This design comes from an exercise in tuning for small area, a short achievable clock period and few clock cycles per item on the open sky130 flow, not from production work. Function was checked by simulation only, so behaviour that the tests miss may differ from the original. Power and IR drop assume default switching activity.

==> flow/design.v <==
package vector_floating_point_divide_unit_iterative_pkg;
  localparam logic [2:0] ZERO   = 3'd0;
  localparam logic [2:0] NORMAL = 3'd1;
  localparam logic [2:0] INF    = 3'd2;
  localparam logic [2:0] QNAN   = 3'd3;
  localparam logic [2:0] SNAN   = 3'd4;
  localparam int FF_NV = 4;
  localparam int FF_DZ = 3;
  localparam int FF_OF = 2;
  localparam int FF_UF = 1;
  localparam int FF_NX = 0;
  localparam logic [1:0] IDLE   = 2'd0;
  localparam logic [1:0] DIVIDE = 2'd1;
  localparam logic [1:0] ROUND  = 2'd2;
  localparam logic [1:0] DONE   = 2'd3;
  localparam logic [31:0] FP32_CANONICAL_NAN  = 32'h7FC00000;
  localparam int          FP32_BIAS           = 127;
  localparam int          FP32_DIV_ITERATIONS = 26;
  function automatic logic [2:0] fp32_classify(input logic [31:0] x);
    logic [2:0] c;
    if (x[30:23] == 8'h00)      c = ZERO;
    else if (x[30:23] == 8'hFF) c = (x[22:0] == 23'd0) ? INF :
                                    (x[22] ? QNAN : SNAN);
    else                        c = NORMAL;
    fp32_classify = c;
  endfunction
endpackage
module fp32_divide_lane (
  input  logic        clock,
  input  logic        reset,
  input  logic        start,
  input  logic        step,
  input  logic        round_en,
  input  logic [31:0] op_a,
  input  logic [31:0] op_b,
  output logic [31:0] result,
  output logic [4:0]  flags
);
  localparam logic [2:0] ZERO = vector_floating_point_divide_unit_iterative_pkg::ZERO;
  localparam logic [2:0] INF  = vector_floating_point_divide_unit_iterative_pkg::INF;
  localparam logic [2:0] QNAN = vector_floating_point_divide_unit_iterative_pkg::QNAN;
  localparam logic [2:0] SNAN = vector_floating_point_divide_unit_iterative_pkg::SNAN;
  localparam int NV = vector_floating_point_divide_unit_iterative_pkg::FF_NV;
  localparam int DZ = vector_floating_point_divide_unit_iterative_pkg::FF_DZ;
  localparam int OF = vector_floating_point_divide_unit_iterative_pkg::FF_OF;
  localparam int UF = vector_floating_point_divide_unit_iterative_pkg::FF_UF;
  localparam int NX = vector_floating_point_divide_unit_iterative_pkg::FF_NX;
  localparam logic [31:0] CNAN = vector_floating_point_divide_unit_iterative_pkg::FP32_CANONICAL_NAN;
  localparam int BIAS = vector_floating_point_divide_unit_iterative_pkg::FP32_BIAS;
  logic [31:0] a, b;
  logic [2:0]  ca, cb;
  logic        s;
  assign a  = op_a;
  assign b  = op_b;
  assign ca = vector_floating_point_divide_unit_iterative_pkg::fp32_classify(a);
  assign cb = vector_floating_point_divide_unit_iterative_pkg::fp32_classify(b);
  assign s  = a[31] ^ b[31];
  logic        sp;
  logic [31:0] sp_res;
  logic [4:0]  sp_flags;
  always_comb begin
    sp       = 1'b1;
    sp_res   = {s, 31'd0};
    sp_flags = '0;
    if (ca == QNAN || ca == SNAN || cb == QNAN || cb == SNAN) begin
      sp_res       = CNAN;
      sp_flags[NV] = (ca == SNAN) || (cb == SNAN);
    end else if ((ca == ZERO && cb == ZERO) || (ca == INF && cb == INF)) begin
      sp_res       = CNAN;
      sp_flags[NV] = 1'b1;
    end else if (ca == INF) begin
      sp_res = {s, 8'hFF, 23'd0};
    end else if (cb == ZERO) begin
      sp_res       = {s, 8'hFF, 23'd0};
      sp_flags[DZ] = 1'b1;
    end else if (ca == ZERO || cb == INF) begin
      sp_res = {s, 31'd0};
    end else begin
      sp = 1'b0;
    end
  end
  logic        sign_q;
  logic [9:0]  exp_q;      
  logic [23:0] mb_q;
  logic [24:0] rem_q;
  logic [25:0] quo_q;
  logic        sp_q;
  logic [31:0] sp_res_q;
  logic [4:0]  sp_flags_q;
  logic [25:0] diff;
  assign diff = {1'b0, rem_q} - {2'b00, mb_q};
  logic        norm, rbit, sticky, up, inexact;
  logic [25:0] m_full;
  logic [23:0] mant;
  logic [24:0] mant_r;
  logic [22:0] frac;
  logic [9:0]  e_pre, e_fin;
  logic [31:0] rnd_res;
  logic [4:0]  rnd_flags;
  always_comb begin
    norm      = quo_q[25];
    m_full    = norm ? quo_q : {quo_q[24:0], 1'b0};
    e_pre     = exp_q - {9'd0, ~norm};
    mant      = m_full[25:2];
    rbit      = m_full[1];
    sticky    = m_full[0] | (|rem_q);
    up        = rbit & (sticky | mant[0]);
    mant_r    = {1'b0, mant} + {24'd0, up};
    e_fin     = e_pre + {9'd0, mant_r[24]};
    frac      = mant_r[24] ? mant_r[23:1] : mant_r[22:0];
    inexact   = rbit | sticky;
    rnd_flags = '0;
    if ($signed(e_fin) >= 10'sd255) begin
      rnd_res       = {sign_q, 8'hFF, 23'd0};
      rnd_flags[OF] = 1'b1;
      rnd_flags[NX] = 1'b1;
    end else if ($signed(e_fin) <= 10'sd0) begin
      rnd_res       = {sign_q, 31'd0};
      rnd_flags[UF] = 1'b1;
      rnd_flags[NX] = 1'b1;
    end else begin
      rnd_res       = {sign_q, e_fin[7:0], frac};
      rnd_flags[NX] = inexact;
    end
  end
  always_ff @(posedge clock or posedge reset) begin
    if (reset) begin
      sign_q     <= 1'b0;
      exp_q      <= '0;
      mb_q       <= '0;
      rem_q      <= '0;
      quo_q      <= '0;
      sp_q       <= 1'b0;
      sp_res_q   <= '0;
      sp_flags_q <= '0;
      result     <= '0;
      flags      <= '0;
    end else if (start) begin
      sign_q     <= s;
      exp_q      <= {2'b00, a[30:23]} - {2'b00, b[30:23]} + 10'(BIAS);
      mb_q       <= {1'b1, b[22:0]};
      rem_q      <= {2'b01, a[22:0]};
      quo_q      <= '0;
      sp_q       <= sp;
      sp_res_q   <= sp_res;
      sp_flags_q <= sp_flags;
    end else if (step) begin
      if (!diff[25]) begin
        rem_q <= {diff[23:0], 1'b0};
        quo_q <= {quo_q[24:0], 1'b1};
      end else begin
        rem_q <= {rem_q[23:0], 1'b0};
        quo_q <= {quo_q[24:0], 1'b0};
      end
    end else if (round_en) begin
      result <= sp_q ? sp_res_q   : rnd_res;
      flags  <= sp_q ? sp_flags_q : rnd_flags;
    end
  end
endmodule
module vector_floating_point_divide_unit_iterative #(
  parameter int VLEN = 128,
  parameter int SEW  = 32
) (
  input  logic            clock,
  input  logic            reset,
  input  logic            flush,
  input  logic            in_valid,
  output logic            in_ready,
  input  logic            reverse,
  input  logic [VLEN-1:0] vs2,
  input  logic [VLEN-1:0] vs1,
  output logic            out_valid,
  input  logic            out_ready,
  output logic [VLEN-1:0] vd,
  output logic [4:0]      fflags
);
  localparam logic [1:0] IDLE   = vector_floating_point_divide_unit_iterative_pkg::IDLE;
  localparam logic [1:0] DIVIDE = vector_floating_point_divide_unit_iterative_pkg::DIVIDE;
  localparam logic [1:0] ROUND  = vector_floating_point_divide_unit_iterative_pkg::ROUND;
  localparam logic [1:0] DONE   = vector_floating_point_divide_unit_iterative_pkg::DONE;
  localparam int ITERS = vector_floating_point_divide_unit_iterative_pkg::FP32_DIV_ITERATIONS;
  localparam int NUM_LANES = VLEN / SEW;
  if (SEW != 32) begin : g_sew_chk
    $error("vector divider supports SEW=32 only");
  end
  if (VLEN % 32 != 0) begin : g_vlen_chk
    $error("VLEN must be a multiple of 32");
  end
  logic [1:0]    state_q, state_d;
  logic [4:0]    iter_q;
  logic          ready_q;
  logic          start_stb, step_stb, round_stb;
  always_ff @(posedge clock or posedge reset) begin
    if (reset) ready_q <= 1'b0;
    else       ready_q <= 1'b1;
  end
  always_ff @(posedge clock or posedge reset) begin
    if (reset) begin
      state_q <= IDLE;
      iter_q  <= '0;
    end else begin
      state_q <= state_d;
      iter_q  <= (state_q == DIVIDE) ? iter_q + 5'd1 : 5'd0;
    end
  end
  always_comb begin
    state_d   = state_q;
    start_stb = 1'b0;
    step_stb  = 1'b0;
    round_stb = 1'b0;
    case (state_q)
      IDLE: if (in_valid && ready_q) begin
        start_stb = 1'b1;
        state_d   = DIVIDE;
      end
      DIVIDE: begin
        step_stb = 1'b1;
        if (iter_q == 5'(ITERS - 1)) state_d = ROUND;
      end
      ROUND: begin
        round_stb = 1'b1;
        state_d   = DONE;
      end
      DONE: if (out_ready) state_d = IDLE;
      default: state_d = IDLE;
    endcase
    if (flush) begin
      state_d   = IDLE;
      start_stb = 1'b0;
      step_stb  = 1'b0;
      round_stb = 1'b0;
    end
  end
  assign in_ready  = ready_q && (state_q == IDLE);
  assign out_valid = (state_q == DONE);
  logic [NUM_LANES-1:0][31:0] op_a, op_b, lane_res;
  logic [NUM_LANES-1:0][4:0]  lane_flags;
  for (genvar i = 0; i < NUM_LANES; i++) begin : g_lane
    assign op_a[i] = reverse ? vs1[32*i +: 32] : vs2[32*i +: 32];
    assign op_b[i] = reverse ? vs2[32*i +: 32] : vs1[32*i +: 32];
    assign vd[32*i +: 32] = lane_res[i];
    fp32_divide_lane u_lane (
      .clock    (clock),
      .reset    (reset),
      .start    (start_stb),
      .step     (step_stb),
      .round_en (round_stb),
      .op_a     (op_a[i]),
      .op_b     (op_b[i]),
      .result   (lane_res[i]),
      .flags    (lane_flags[i])
    );
  end
  always_comb begin
    fflags = '0;
    for (int i = 0; i < NUM_LANES; i++) fflags = fflags | lane_flags[i];
  end
endmodule
==> flow/run.sh <==
#!/bin/bash
# synth_recipe.tcl (not shown) runs the flow's synth.tcl, then flattens the netlist and writes it again
# the make line also repeats each setting of config.mk as NAME=value (left out here)
make -C /OpenROAD-flow-scripts/flow DESIGN_CONFIG=/design/flow/config.mk WORK_HOME=/design/flow/orfs CLKGATE_MAP_FILE= SYNTH_SCRIPT=/design/flow/synth_recipe.tcl finish
==> flow/config.mk <==
export PLATFORM = sky130hd
export DESIGN_NAME = vector_floating_point_divide_unit_iterative
export DESIGN_NICKNAME = vector_floating_point_divide_unit_iterative
export VERILOG_FILES = /design/flow/design.v
export SDC_FILE = /design/flow/constraint.sdc
export NUM_CORES = 4
export LEC_CHECK = 0
export CAP_MARGIN = 20
export CORE_MARGIN = 2
export CORE_UTILIZATION = 40
export SLEW_MARGIN = 20
==> flow/constraint.sdc <==
create_clock -name core_clock -period 5.5 [get_ports {clock}]
set_input_delay 1.1000 -clock core_clock [delete_from_list [all_inputs] [get_ports {clock}]]
set_output_delay 1.1000 -clock core_clock [all_outputs]
set_load 0.01 [all_outputs]
==> impl_metrics.ini <==
[run_status]
outcome = complete, no violations

[logic_synthesis]
synthArstFlopShare_pct = 100.0
synth_ff_type = dfrtp_1
yosys.area.top_type = dfrtp_1
ys_ff_latch = 521
synth_edf_count = 0
yosysSeqAreaShare_pct = 34.32
syn-num-nets = 4987
synthCells = 4530
synth_area_mm2 = 0.03799
ys_warn_count = 2
synth_top_area_share_pct = 34.32
syn_area_per_cell_um2 = 8.387
yosysMostFrequentCell = nand2_1
synthTopCellsByCount = nand2_1, dfrtp_1, o21ai_0
yosys-top-cells-area = dfrtp_1, mux2i_1, nand2_1, ha_1, o21ai_0
netlist-cell-type-count = 100

[setup_path]
cp-startpoint = g_lane[3].u_lane.quo_q[25]$_DFFE_PP0N_
rr_worst_depth = 21
rr_endpoint = g_lane[3].u_lane.result[17]$_DFFE_PP0P_
crit_type = flop to flop
start_kind = flop
crit_path_end_kind = flop
path_max_fanout = 6
arrival_ns = 5.62
crit_required_ns = 6.02
r2r_slack_ns = 0.39
rr_startpoint = g_lane[3].u_lane.quo_q[25]$_DFFE_PP0N_

[placed_design]
place_inst = 5989
dp_slack_ns = -0.03658
io_buffers = 396
hpwl_mm = 86.29
gp_congestion = 0.9181

[floorplanning]
die_x_um = 312.2
rows = 113
die_h_um = 312.2
die_area_mm2 = 0.09746
start_util_pct = 40.17
boundaryPins = 397
fp.coreArea_mm2 = 0.09459

[grt]
grt_antenna_before_repair = 6
grt_overflow = 0
grt_pass1_vias = 32780
grt_start_max_net_pins = 135
grt_pass1_wl_mm = 183.5
grt_use_total_pct = 23.20

[cts]
cts.sinks = 521
cts_tree = done
clk_latency_ns = 0.62
numCtsBuffers = 67
htree_levels = 3
clk_pin_slew_ns = 0.06
cts_root_buf = clkbuf_16
clock_path_buffers = 3

[detailed_routing]
wirelength_mm = 115.4
ant_nets = 0
vias_per_cell = 5.565
drt_iter0_markers = 2161
drc_errors = 0
drt-pass1-iter-count = 5
wl_per_cell_um = 18.87
vias = 34040

[power_and_ir_drop]
powerDensity_mw_per_mm2 = 530.7
p_leak_nw = 19.87
peakVddDrop_uv = 317.0
p_total_mw = 24.14

[final_layout]
drive_gt1_share_pct = 6.291
synthToLayoutAreaGrowth_pct = 19.73
fin_cells = 6117
final_nets = 5257
fin_util_pct = 48.09

[sta]
hold_violations = 0
slew_viol_final = 0
timing.fmax_ghz = 0.1959
timing.setup.tns_ns = 0
timing.final.crit_share_pct = 92.82
finClkSkew_ns = 0.01559
setup_viol = 0
slew_headroom_pct = 23.26
layout_setup_ws_ns = 0.3948
finalCriticalPeriod_ns = 5.105
rsz0062_at_grt = false
tightest_slew_ns = 1.141

[worst_hold_path]
hp-class = flop to flop
worstHoldStart = g_lane[3].u_lane.flags[3]$_DFFE_PP0P_
holdPathEnd = g_lane[3].u_lane.flags[3]$_DFFE_PP0P_
min_path_cells = 2

[run]
drv_cap = 0
-- cell type report --
cell class | instances | area (µm²)
Timing Repair Buffer | 473 | 4659
Inverter | 247 | 930.9
Antenna cell | 4 | 10.01
Sequential cell | 521 | 13040
Clock buffer | 87 | 1822
Multi-Input combinational cell | 3490 | 23110
Clock inverter | 30 | 334.1
Fill cell | 9216 | 49100
Tap cell | 1265 | 1583
-- cells by family (layout without fill, tap and decap cells) --
kind of cell | count (synthesis) | count (layout) | synth area share [%]
muxes | 363 | 363 | 9.752
other | 1 | 5 | 0.009871
AOI/OAI and AO/OA | 1194 | 1194 | 20.29
and+or+nand+nor | 1534 | 1535 | 18.96
adders and majority gates | 195 | 195 | 6.659
buffers and inverters | 520 | 837 | 5.358
DFF | 521 | 521 | 34.32
xor gates and xnor gates | 202 | 202 | 4.657
-- how the worst max path moves through the flow --
stage	end	slack, ns	cells after the start
floorplan	g_lane[0].u_lane.exp_q[0]$_DFFE_PP0P_	-2.68	1
global placement	g_lane[3].u_lane.result[5]$_DFFE_PP0P_	0.14	21
detailed placement	g_lane[3].u_lane.result[13]$_DFFE_PP0P_	-0.04	21
CTS	g_lane[3].u_lane.result[14]$_DFFE_PP0P_	0.03	22
global route	g_lane[0].u_lane.result[19]$_DFFE_PP0P_	0.02	22
finish	g_lane[3].u_lane.result[17]$_DFFE_PP0P_	0.39	21
-- per-layer routing --
metal | global-route usage (%) | part of all wire [%] | routed length [µm] | up-vias
li1 | - | - | - | 16830
met4 | 5.474 | 1.8 | 2096 | 6
met1 | 32.92 | 48 | 54880 | 16280
met5 | 0 | 0.032 | 37 | -
met2 | 37.26 | 46 | 52670 | 805
met3 | 3.344 | 5.0 | 5759 | 124
-- cell usage in the layout, fill, tap and decap left out, types with 16 or more instances in the layout --
master / count
nand2_1: 652
dfrtp_1: 519
clkdlybuf4s50_1: 395
o21ai_0: 324
a21oi_1: 315
mux2i_1: 315
nor2_1: 257
inv_1: 242
ha_1: 182
nand3_1: 155
xnor2_1: 122
nor4_1: 83
xor2_1: 79
buf_4: 68
clkbuf_16: 67
o221ai_1: 61
a21o_1: 60
nor3_1: 59
a22o_1: 56
and3_1: 47
mux2_2: 47
a31oi_1: 47
nor2b_1: 46
nand4_1: 46
nand2b_1: 42
a211oi_1: 38
o31ai_1: 36
o21a_1: 35
and2_1: 28
a21boi_0: 27
o211ai_1: 22
or4_1: 18
or3_1: 16
-- power by group --
group | total [mW] | leakage, nW | switching [mW] | internal, mW
sequential | 6.14 | 6.78 | 1.15 | 5.00
clock | 4.40 | 1.05 | 1.82 | 2.59
combinational | 13.6 | 12.0 | 7.74 | 5.86
total | 24.1 | 19.9 | 10.7 | 13.4
-- registers in the layout, summed over array words and instances, names as in the netlist --
signal and count:
g_lane.u_lane.exp_q 40, g_lane.u_lane.flags 20, g_lane.u_lane.mb_q 93, g_lane.u_lane.quo_q 104, g_lane.u_lane.rem_q 100, g_lane.u_lane.result 128, g_lane.u_lane.sign_q 4, g_lane.u_lane.sp_flags_q 8
g_lane.u_lane.sp_q 4, g_lane.u_lane.sp_res_q 12, iter_q 5, ready_q 1, state_q 2
-- critical path, stage by stage (launching register included) --
cell      delay [ns]
dfrtp_2         0.44
nand2b_1        0.20
a21boi_1        0.17
ha_1            0.23
and3_1          0.22
nand4_1         0.18
nor4_4          0.22
nand3b_1        0.17
or3_4           0.45
inv_2           0.15
ha_1            0.20
inv_1           0.06
fa_1            0.42
nor2b_1         0.11
o21ai_0         0.12
a21oi_2         0.22
o31a_1          0.21
o21ai_0         0.15
nor3b_1         0.21
o21ba_2         0.26
or2_1           0.32
o41ai_2         0.29
-- what timing repair did --
| item | CTS | global route |
|---|---|---|
| hold buffers | 0 | 0 |
| setup endpoints to repair | 10 | 111 |
| gates cloned | 0 | 1 |
| resized for setup | 0 | 21 |
| pin swaps | 1 | 7 |
| buffers inserted | 1 | 5 |
-- per-stage QoR --
step           instance area, µm²  hold WS (ns)
6_report                    45490        0.4542
5_1_grt                     45480        0.4908
4_1_cts                     45340        0.4609
3_5_place_dp                43170        0.4478
3_3_place_gp                43170        0.4466
2_1_floorplan               38070        0.4301
Testbench counts, summed over its fixed seeds: cycles 55,688, items 1,920.

[afterwards: timing with drivers on the ports]
The flow's constraints put no driver on any port. The routed layout listed below was extracted and timed again, unchanged, in two steps. Step 1 sets driving cells, clkbuf_16 on the clock port and buf_2 on the other inputs (assumed; they add their load-dependent delay and slew). Step 2 times the ports against the registers' clock, not the clock port: input delays grow and output delays shrink by t, the midpoint of the rising clock arrivals with the driver on. Three values: ideal ports, drivers, drivers and shift; two values: the first two.
t (ns): 0.679
setup slack, ns: 0.395 / 0.395 / 0.395
worst setup path after step 2: register to register
slew at the worst register clock pin (ns): 0.06 / 0.06
pins driven straight from the clock port: 1
After both steps this run still meets setup and hold. The setup slack of this run moves by 0.000 ns with the drivers and by 0.000 ns with both steps.
